Background: an optimization exercise with open tools, aiming at small area and few clock cycles per item. Do not read the settings as production practice. Function was checked by simulation only, so behaviour that the tests miss may differ from the original.

==> inputs of trial 63 <==
// pot_average_motor_servo_setpoint
module pot_average_motor_servo_setpoint (
    input  wire         i_clk,
    input  wire         i_rst_n,
    input  wire         i_in_valid,
    output logic        o_in_stall,
    input  wire  [19:0] i_in_item,
    output logic        o_out_valid,
    input  wire         i_out_stall,
    output logic [56:0] o_out_item
);
Settings: LEC_CHECK=0, CAP_MARGIN=20, CORE_MARGIN=2, CORE_UTILIZATION=40, SLEW_MARGIN=20; clock period 10.0 ns.
standard.sh (not shown) runs the stock make flow with config.mk's settings and CLKGATE_MAP_FILE= SYNTH_SCRIPT=/design/flow/synth_recipe.tcl, a recipe that flattens the netlist after the stock synthesis.
==> flow/flow/run.sh <==
#!/bin/bash
# Layout flow: the standard synthesis and layout (standard.sh), with
#  - an inverter clean-up of the synthesized netlist around the full-adder cells
#    (polfix.py; full adders are self-dual, so inverters can be moved), checked
#    for combinational equivalence with yosys (registers unchanged); if the check
#    does not pass, the standard netlist is used as it is;
#  - port buffers of the smallest buffer cell (every port still gets one);
#  - a clock tree without dummy loads, with 8x clock buffers.
# Each tool writes its own log in this folder.
set -u
R=orfs/results/sky130hd/pot_average_motor_servo_setpoint/base
bash standard.sh synth > synth.log 2>&1 || exit 1
cp $R/1_2_yosys.v $R/1_2_yosys_std.v
if python3 flow/polfix.py $R/1_2_yosys_std.v polfix_out.v > polfix.log 2>&1 \
   && python3 flow/cutff.py $R/1_2_yosys_std.v eq_gold.v >> polfix.log 2>&1 \
   && python3 flow/cutff.py polfix_out.v eq_gate.v >> polfix.log 2>&1 \
   && $FLOW_HOME/../tools/install/yosys/bin/yosys -q -l eq.log -p "
        read_liberty -ignore_miss_func $FLOW_HOME/platforms/sky130hd/lib/sky130_fd_sc_hd__tt_025C_1v80.lib
        read_verilog eq_gold.v; rename $FLOW_TOP gold
        read_verilog eq_gate.v; rename $FLOW_TOP gate
        hierarchy -check; flatten; opt_clean -purge
        miter -equiv -flatten -make_assert gold gate miter
        hierarchy -top miter
        sat -verify -prove-asserts miter" > eq_stdout.log 2>&1; then
  echo "polfix netlist proven equivalent; using it" >> polfix.log
  cp polfix_out.v $R/1_2_yosys.v
  rm -f $R/1_synth.odb $R/1_synth.sdc
else
  echo "polfix not used" >> polfix.log
fi
bash standard.sh \
  "BUFFER_PORTS_ARGS=-buffer_cell sky130_fd_sc_hd__buf_1" \
  "CTS_ARGS=-sink_clustering_enable -repair_clock_nets -dont_use_dummy_load -buf_list sky130_fd_sc_hd__clkbuf_8 -sink_clustering_size 20 -sink_clustering_max_diameter 60" \
  finish > standard.log 2>&1
Other scripts of this flow, unchanged in this note and not shown: flow/flow/cutff.py, flow/flow/polfix.py
==> build 96 (differences from trial 63) <==
--- a/flow/design.v
+++ b/flow/design.v
@@ -48,19 +48,17 @@
         r_asum <= i_rst_n ? asum_next : 14'd0;
     end
     logic [7:0]  speed;    
     logic [7:0]  qa;
     logic        neg, pos;
     logic [8:0]  w5;       
-    logic        nz;       
     logic [12:0] servo;
     logic [7:0]  aset;
     logic [6:0]  smag;
     assign neg = r_ssum < 14'd5115;
     assign pos = r_ssum >= 14'd5167;
-    assign nz  = neg || pos;
     logic h_1;
     logic h_2;
     logic h_3;
     logic h_4;
     logic h_5;
     logic h_6;
@@ -763,44 +761,44 @@
     assign h_303 = h_264 ^ r_asum[11] ^ h_302;
     assign h_304 = (h_264 & r_asum[11]) | (h_264 & h_302) | (r_asum[11] & h_302);
     assign h_305 = r_asum[12] ^ h_304;
     assign h_306 = r_asum[12] & h_304;
     assign h_307 = r_asum[13] ^ h_306;
     assign h_308 = r_asum[13] & h_306;
-    assign h_309 = smag[0] ^ ~nz ^ 1'b1;
-    assign h_310 = (smag[0] & ~nz) | (smag[0] & 1'b1) | (~nz & 1'b1);
-    assign h_311 = smag[2] ^ smag[0] ^ 1'b1;
-    assign h_312 = (smag[2] & smag[0]) | (smag[2] & 1'b1) | (smag[0] & 1'b1);
-    assign h_313 = smag[3] ^ smag[1] ^ 1'b1;
-    assign h_314 = (smag[3] & smag[1]) | (smag[3] & 1'b1) | (smag[1] & 1'b1);
-    assign h_315 = smag[4] ^ smag[2] ^ 1'b1;
-    assign h_316 = (smag[4] & smag[2]) | (smag[4] & 1'b1) | (smag[2] & 1'b1);
-    assign h_317 = smag[5] ^ smag[3] ^ 1'b1;
-    assign h_318 = (smag[5] & smag[3]) | (smag[5] & 1'b1) | (smag[3] & 1'b1);
-    assign h_319 = smag[6] ^ smag[4] ^ 1'b1;
-    assign h_320 = (smag[6] & smag[4]) | (smag[6] & 1'b1) | (smag[4] & 1'b1);
-    assign h_321 = h_310 ^ smag[1] ^ 1'b1;
-    assign h_322 = (h_310 & smag[1]) | (h_310 & 1'b1) | (smag[1] & 1'b1);
-    assign h_323 = h_320 ^ smag[5] ^ 1'b1;
-    assign h_324 = (h_320 & smag[5]) | (h_320 & 1'b1) | (smag[5] & 1'b1);
-    assign h_325 = h_324 ^ smag[6] ^ 1'b1;
-    assign h_326 = (h_324 & smag[6]) | (h_324 & 1'b1) | (smag[6] & 1'b1);
-    assign h_327 = h_322 ^ h_311;
-    assign h_328 = h_322 & h_311;
+    assign h_309 = speed[0] ^ ~pos ^ 1'b1;
+    assign h_310 = (speed[0] & ~pos) | (speed[0] & 1'b1) | (~pos & 1'b1);
+    assign h_311 = speed[2] ^ speed[0] ^ 1'b1;
+    assign h_312 = (speed[2] & speed[0]) | (speed[2] & 1'b1) | (speed[0] & 1'b1);
+    assign h_313 = speed[3] ^ speed[1] ^ 1'b1;
+    assign h_314 = (speed[3] & speed[1]) | (speed[3] & 1'b1) | (speed[1] & 1'b1);
+    assign h_315 = speed[4] ^ speed[2] ^ 1'b1;
+    assign h_316 = (speed[4] & speed[2]) | (speed[4] & 1'b1) | (speed[2] & 1'b1);
+    assign h_317 = speed[5] ^ speed[3] ^ 1'b1;
+    assign h_318 = (speed[5] & speed[3]) | (speed[5] & 1'b1) | (speed[3] & 1'b1);
+    assign h_319 = speed[6] ^ speed[4] ^ 1'b1;
+    assign h_320 = (speed[6] & speed[4]) | (speed[6] & 1'b1) | (speed[4] & 1'b1);
+    assign h_321 = speed[7] ^ speed[5] ^ 1'b1;
+    assign h_322 = (speed[7] & speed[5]) | (speed[7] & 1'b1) | (speed[5] & 1'b1);
+    assign h_323 = speed[7] ^ speed[6] ^ 1'b1;
+    assign h_324 = (speed[7] & speed[6]) | (speed[7] & 1'b1) | (speed[6] & 1'b1);
+    assign h_325 = h_310 ^ speed[1] ^ 1'b1;
+    assign h_326 = (h_310 & speed[1]) | (h_310 & 1'b1) | (speed[1] & 1'b1);
+    assign h_327 = h_326 ^ h_311;
+    assign h_328 = h_326 & h_311;
     assign h_329 = h_312 ^ h_313 ^ h_328;
     assign h_330 = (h_312 & h_313) | (h_312 & h_328) | (h_313 & h_328);
     assign h_331 = h_314 ^ h_315 ^ h_330;
     assign h_332 = (h_314 & h_315) | (h_314 & h_330) | (h_315 & h_330);
     assign h_333 = h_316 ^ h_317 ^ h_332;
     assign h_334 = (h_316 & h_317) | (h_316 & h_332) | (h_317 & h_332);
     assign h_335 = h_318 ^ h_319 ^ h_334;
     assign h_336 = (h_318 & h_319) | (h_318 & h_334) | (h_319 & h_334);
-    assign h_337 = h_323 ^ h_336;
-    assign h_338 = h_323 & h_336;
-    assign h_339 = h_325 ^ h_338;
-    assign h_340 = h_325 & h_338;
+    assign h_337 = h_320 ^ h_321 ^ h_336;
+    assign h_338 = (h_320 & h_321) | (h_320 & h_336) | (h_321 & h_336);
+    assign h_339 = h_322 ^ h_323 ^ h_338;
+    assign h_340 = (h_322 & h_323) | (h_322 & h_338) | (h_323 & h_338);
     assign h_341 = qa[0] ^ qa[3] ^ 1'b1;
     assign h_342 = (qa[0] & qa[3]) | (qa[0] & 1'b1) | (qa[3] & 1'b1);
     assign h_343 = qa[0] ^ qa[1] ^ qa[4];
     assign h_344 = (qa[0] & qa[1]) | (qa[0] & qa[4]) | (qa[1] & qa[4]);
     assign h_345 = qa[1] ^ qa[2] ^ qa[5];
     assign h_346 = (qa[1] & qa[2]) | (qa[1] & qa[5]) | (qa[2] & qa[5]);
@@ -859,13 +857,13 @@
     assign h_399 = qa[7] ^ 1'b1 ^ h_398;
     assign h_400 = (qa[7] & 1'b1) | (qa[7] & h_398) | (1'b1 & h_398);
     assign ssum_next = {h_55, h_53, h_51, h_49, h_47, h_45, h_43, h_41, h_39, h_37, h_35, h_33, h_31, h_29};
     assign asum_next = {h_111, h_109, h_107, h_105, h_103, h_101, h_99, h_97, h_95, h_93, h_91, h_89, h_87, h_85};
     assign speed = {h_227, h_225, h_223, h_221, h_219, h_217, h_215, h_213};
     assign qa = {h_307, h_305, h_303, h_301, h_299, h_297, h_295, h_293};
-    assign w5 = {h_339, h_337, h_335, h_333, h_331, h_329, h_327, h_321, h_309};
+    assign w5 = {h_339, h_337, h_335, h_333, h_331, h_329, h_327, h_325, h_309};
     assign servo = {h_386, h_385, h_383, h_381, h_379, h_377, h_375, h_373, h_371, h_369, h_367, qa[1], qa[0]};
     assign aset = {h_399, h_397, h_395, h_393, h_391, h_389, h_387, qa[0]};
     always_comb begin
         logic seen;
         seen = 1'b0;
         for (int i = 0; i < 7; i++) begin
@@ -876,10 +874,10 @@
     assign o_out_item[56:49] = speed;
     assign o_out_item[48:42] = smag;
     assign o_out_item[41:34] = aset;
     assign o_out_item[33:26] = qa;
     assign o_out_item[25]    = pos;
     assign o_out_item[24]    = neg;
-    assign o_out_item[23:13] = {w5, nz, nz};
+    assign o_out_item[23:13] = {w5, pos, pos} ^ {11{neg}};
     assign o_out_item[12:0]  = servo;
 endmodule
 `default_nettype wire
- ABC_CLOCK_PERIOD_IN_PS: not set -> 7000
==> build 72 (differences from trial 63) <==
--- a/flow/design.v
+++ b/flow/design.v
@@ -48,19 +48,17 @@
         r_asum <= i_rst_n ? asum_next : 14'd0;
     end
     logic [7:0]  speed;    
     logic [7:0]  qa;
     logic        neg, pos;
     logic [8:0]  w5;       
-    logic        nz;       
     logic [12:0] servo;
     logic [7:0]  aset;
     logic [6:0]  smag;
     assign neg = r_ssum < 14'd5115;
     assign pos = r_ssum >= 14'd5167;
-    assign nz  = neg || pos;
     logic h_1;
     logic h_2;
     logic h_3;
     logic h_4;
     logic h_5;
     logic h_6;
@@ -763,44 +761,44 @@
     assign h_303 = h_264 ^ r_asum[11] ^ h_302;
     assign h_304 = (h_264 & r_asum[11]) | (h_264 & h_302) | (r_asum[11] & h_302);
     assign h_305 = r_asum[12] ^ h_304;
     assign h_306 = r_asum[12] & h_304;
     assign h_307 = r_asum[13] ^ h_306;
     assign h_308 = r_asum[13] & h_306;
-    assign h_309 = smag[0] ^ ~nz ^ 1'b1;
-    assign h_310 = (smag[0] & ~nz) | (smag[0] & 1'b1) | (~nz & 1'b1);
-    assign h_311 = smag[2] ^ smag[0] ^ 1'b1;
-    assign h_312 = (smag[2] & smag[0]) | (smag[2] & 1'b1) | (smag[0] & 1'b1);
-    assign h_313 = smag[3] ^ smag[1] ^ 1'b1;
-    assign h_314 = (smag[3] & smag[1]) | (smag[3] & 1'b1) | (smag[1] & 1'b1);
-    assign h_315 = smag[4] ^ smag[2] ^ 1'b1;
-    assign h_316 = (smag[4] & smag[2]) | (smag[4] & 1'b1) | (smag[2] & 1'b1);
-    assign h_317 = smag[5] ^ smag[3] ^ 1'b1;
-    assign h_318 = (smag[5] & smag[3]) | (smag[5] & 1'b1) | (smag[3] & 1'b1);
-    assign h_319 = smag[6] ^ smag[4] ^ 1'b1;
-    assign h_320 = (smag[6] & smag[4]) | (smag[6] & 1'b1) | (smag[4] & 1'b1);
-    assign h_321 = h_310 ^ smag[1] ^ 1'b1;
-    assign h_322 = (h_310 & smag[1]) | (h_310 & 1'b1) | (smag[1] & 1'b1);
-    assign h_323 = h_320 ^ smag[5] ^ 1'b1;
-    assign h_324 = (h_320 & smag[5]) | (h_320 & 1'b1) | (smag[5] & 1'b1);
-    assign h_325 = h_324 ^ smag[6] ^ 1'b1;
-    assign h_326 = (h_324 & smag[6]) | (h_324 & 1'b1) | (smag[6] & 1'b1);
-    assign h_327 = h_322 ^ h_311;
-    assign h_328 = h_322 & h_311;
+    assign h_309 = speed[0] ^ ~pos ^ 1'b1;
+    assign h_310 = (speed[0] & ~pos) | (speed[0] & 1'b1) | (~pos & 1'b1);
+    assign h_311 = speed[2] ^ speed[0] ^ 1'b1;
+    assign h_312 = (speed[2] & speed[0]) | (speed[2] & 1'b1) | (speed[0] & 1'b1);
+    assign h_313 = speed[3] ^ speed[1] ^ 1'b1;
+    assign h_314 = (speed[3] & speed[1]) | (speed[3] & 1'b1) | (speed[1] & 1'b1);
+    assign h_315 = speed[4] ^ speed[2] ^ 1'b1;
+    assign h_316 = (speed[4] & speed[2]) | (speed[4] & 1'b1) | (speed[2] & 1'b1);
+    assign h_317 = speed[5] ^ speed[3] ^ 1'b1;
+    assign h_318 = (speed[5] & speed[3]) | (speed[5] & 1'b1) | (speed[3] & 1'b1);
+    assign h_319 = speed[6] ^ speed[4] ^ 1'b1;
+    assign h_320 = (speed[6] & speed[4]) | (speed[6] & 1'b1) | (speed[4] & 1'b1);
+    assign h_321 = speed[7] ^ speed[5] ^ 1'b1;
+    assign h_322 = (speed[7] & speed[5]) | (speed[7] & 1'b1) | (speed[5] & 1'b1);
+    assign h_323 = speed[7] ^ speed[6] ^ 1'b1;
+    assign h_324 = (speed[7] & speed[6]) | (speed[7] & 1'b1) | (speed[6] & 1'b1);
+    assign h_325 = h_310 ^ speed[1] ^ 1'b1;
+    assign h_326 = (h_310 & speed[1]) | (h_310 & 1'b1) | (speed[1] & 1'b1);
+    assign h_327 = h_326 ^ h_311;
+    assign h_328 = h_326 & h_311;
     assign h_329 = h_312 ^ h_313 ^ h_328;
     assign h_330 = (h_312 & h_313) | (h_312 & h_328) | (h_313 & h_328);
     assign h_331 = h_314 ^ h_315 ^ h_330;
     assign h_332 = (h_314 & h_315) | (h_314 & h_330) | (h_315 & h_330);
     assign h_333 = h_316 ^ h_317 ^ h_332;
     assign h_334 = (h_316 & h_317) | (h_316 & h_332) | (h_317 & h_332);
     assign h_335 = h_318 ^ h_319 ^ h_334;
     assign h_336 = (h_318 & h_319) | (h_318 & h_334) | (h_319 & h_334);
-    assign h_337 = h_323 ^ h_336;
-    assign h_338 = h_323 & h_336;
-    assign h_339 = h_325 ^ h_338;
-    assign h_340 = h_325 & h_338;
+    assign h_337 = h_320 ^ h_321 ^ h_336;
+    assign h_338 = (h_320 & h_321) | (h_320 & h_336) | (h_321 & h_336);
+    assign h_339 = h_322 ^ h_323 ^ h_338;
+    assign h_340 = (h_322 & h_323) | (h_322 & h_338) | (h_323 & h_338);
     assign h_341 = qa[0] ^ qa[3] ^ 1'b1;
     assign h_342 = (qa[0] & qa[3]) | (qa[0] & 1'b1) | (qa[3] & 1'b1);
     assign h_343 = qa[0] ^ qa[1] ^ qa[4];
     assign h_344 = (qa[0] & qa[1]) | (qa[0] & qa[4]) | (qa[1] & qa[4]);
     assign h_345 = qa[1] ^ qa[2] ^ qa[5];
     assign h_346 = (qa[1] & qa[2]) | (qa[1] & qa[5]) | (qa[2] & qa[5]);
@@ -859,13 +857,13 @@
     assign h_399 = qa[7] ^ 1'b1 ^ h_398;
     assign h_400 = (qa[7] & 1'b1) | (qa[7] & h_398) | (1'b1 & h_398);
     assign ssum_next = {h_55, h_53, h_51, h_49, h_47, h_45, h_43, h_41, h_39, h_37, h_35, h_33, h_31, h_29};
     assign asum_next = {h_111, h_109, h_107, h_105, h_103, h_101, h_99, h_97, h_95, h_93, h_91, h_89, h_87, h_85};
     assign speed = {h_227, h_225, h_223, h_221, h_219, h_217, h_215, h_213};
     assign qa = {h_307, h_305, h_303, h_301, h_299, h_297, h_295, h_293};
-    assign w5 = {h_339, h_337, h_335, h_333, h_331, h_329, h_327, h_321, h_309};
+    assign w5 = {h_339, h_337, h_335, h_333, h_331, h_329, h_327, h_325, h_309};
     assign servo = {h_386, h_385, h_383, h_381, h_379, h_377, h_375, h_373, h_371, h_369, h_367, qa[1], qa[0]};
     assign aset = {h_399, h_397, h_395, h_393, h_391, h_389, h_387, qa[0]};
     always_comb begin
         logic seen;
         seen = 1'b0;
         for (int i = 0; i < 7; i++) begin
@@ -876,10 +874,10 @@
     assign o_out_item[56:49] = speed;
     assign o_out_item[48:42] = smag;
     assign o_out_item[41:34] = aset;
     assign o_out_item[33:26] = qa;
     assign o_out_item[25]    = pos;
     assign o_out_item[24]    = neg;
-    assign o_out_item[23:13] = {w5, nz, nz};
+    assign o_out_item[23:13] = {w5, pos, pos} ^ {11{neg}};
     assign o_out_item[12:0]  = servo;
 endmodule
 `default_nettype wire
- CAP_MARGIN: 20 -> 5
- CORE_UTILIZATION: 40 -> 60
- SLEW_MARGIN: 20 -> 5
==> results.txt <==
- Build 96 went through all stages and came out clean. Build 72 finished clean. Trial 63 passed the timing, design-rule and antenna checks.
- In critical path depth, build 96 and build 72 do not differ.
- Via count, highest first: build 72, trial 63, build 96.
- Fmax: build 96 < build 72 < trial 63.
- Non-clock buffer count: build 72 < build 96 < trial 63.
- Register-to-register slack: build 72 < trial 63 < build 96.
- In build 72 the utilization is higher than in build 96, by 23 points.
- Synthesized area is the same in build 72 and build 96.
- Against trial 63, the clock-buffer cell count of build 72 is higher by 1.
==> figures <==
item                                                               build 96        build 72        trial 63
Global routing usage on met1                                          0.184           0.285           0.188
Row count                                                                61              49              61
Average instance area after synthesis                              15.8 um2        15.8 um2        15.7 um2
Total non-filler cell area in the finished layout                0.0124 mm2      0.0122 mm2      0.0124 mm2
Via count of the first global-routing pass                            5,285           5,577           5,256
Run status                                                   finished clean  finished clean  finished clean
GRT Resource Usage Total                                              0.122           0.187           0.121
FF/Latch Area                                                   0.00668 mm2     0.00668 mm2     0.00668 mm2
Total Nets Final                                                        984             984             982
DIE AREA                                                         0.0294 mm2      0.0198 mm2      0.0294 mm2
Placed standard-cell area                                        0.0121 mm2      0.0119 mm2      0.0120 mm2
Met3 wire length                                                     682 um          692 um          639 um
Insertion delay to the later sink of the worst-skew pair            0.51 ns         0.50 ns         0.50 ns
Detailed Place HPWL                                               12,500 um       13,000 um       12,700 um
Min setup slack post-route                                        0.0734 ns       0.0777 ns        0.130 ns
Die X-Extent                                                         171 um          141 um          171 um
Testbench counts of trial 63, summed over its fixed seeds: cycles 16,016, items 16,000.
Testbench counts of build 96, summed over its fixed seeds: cycles 16,016, items 16,000.
Testbench counts of build 72, summed over its fixed seeds: cycles 16,016, items 16,000.

what the ideal ports hide:
No port has a modelled driver above. Below, the same layouts with a new extraction and two added sets of constraints. Step 1, drivers: a clkbuf_16 drives i_clk and a buf_2 each remaining input, both assumed. Step 2 moves the port delays by t, midway between the first and last clock arrival at a register: inputs arrive t later, outputs are due t later. That takes back most of the time a late clock gives input paths. Slacks: ideal / step 1 / step 2; pairs: ideal / step 1.
| run | shift t [ns] | slack for setup (ns) | hold WS [ns] |
|---|---|---|---|
| trial 63 | 0.520 | 0.130 / 0.093 / 0.613 | 0.411 / 0.411 / 0.411 |
| build 96 | 0.522 | 0.073 / 0.034 / 0.556 | 0.393 / 0.393 / 0.393 |
| build 72 | 0.515 | 0.078 / 0.039 / 0.554 | 0.367 / 0.367 / 0.367 |
After both steps every run listed still meets setup and hold.
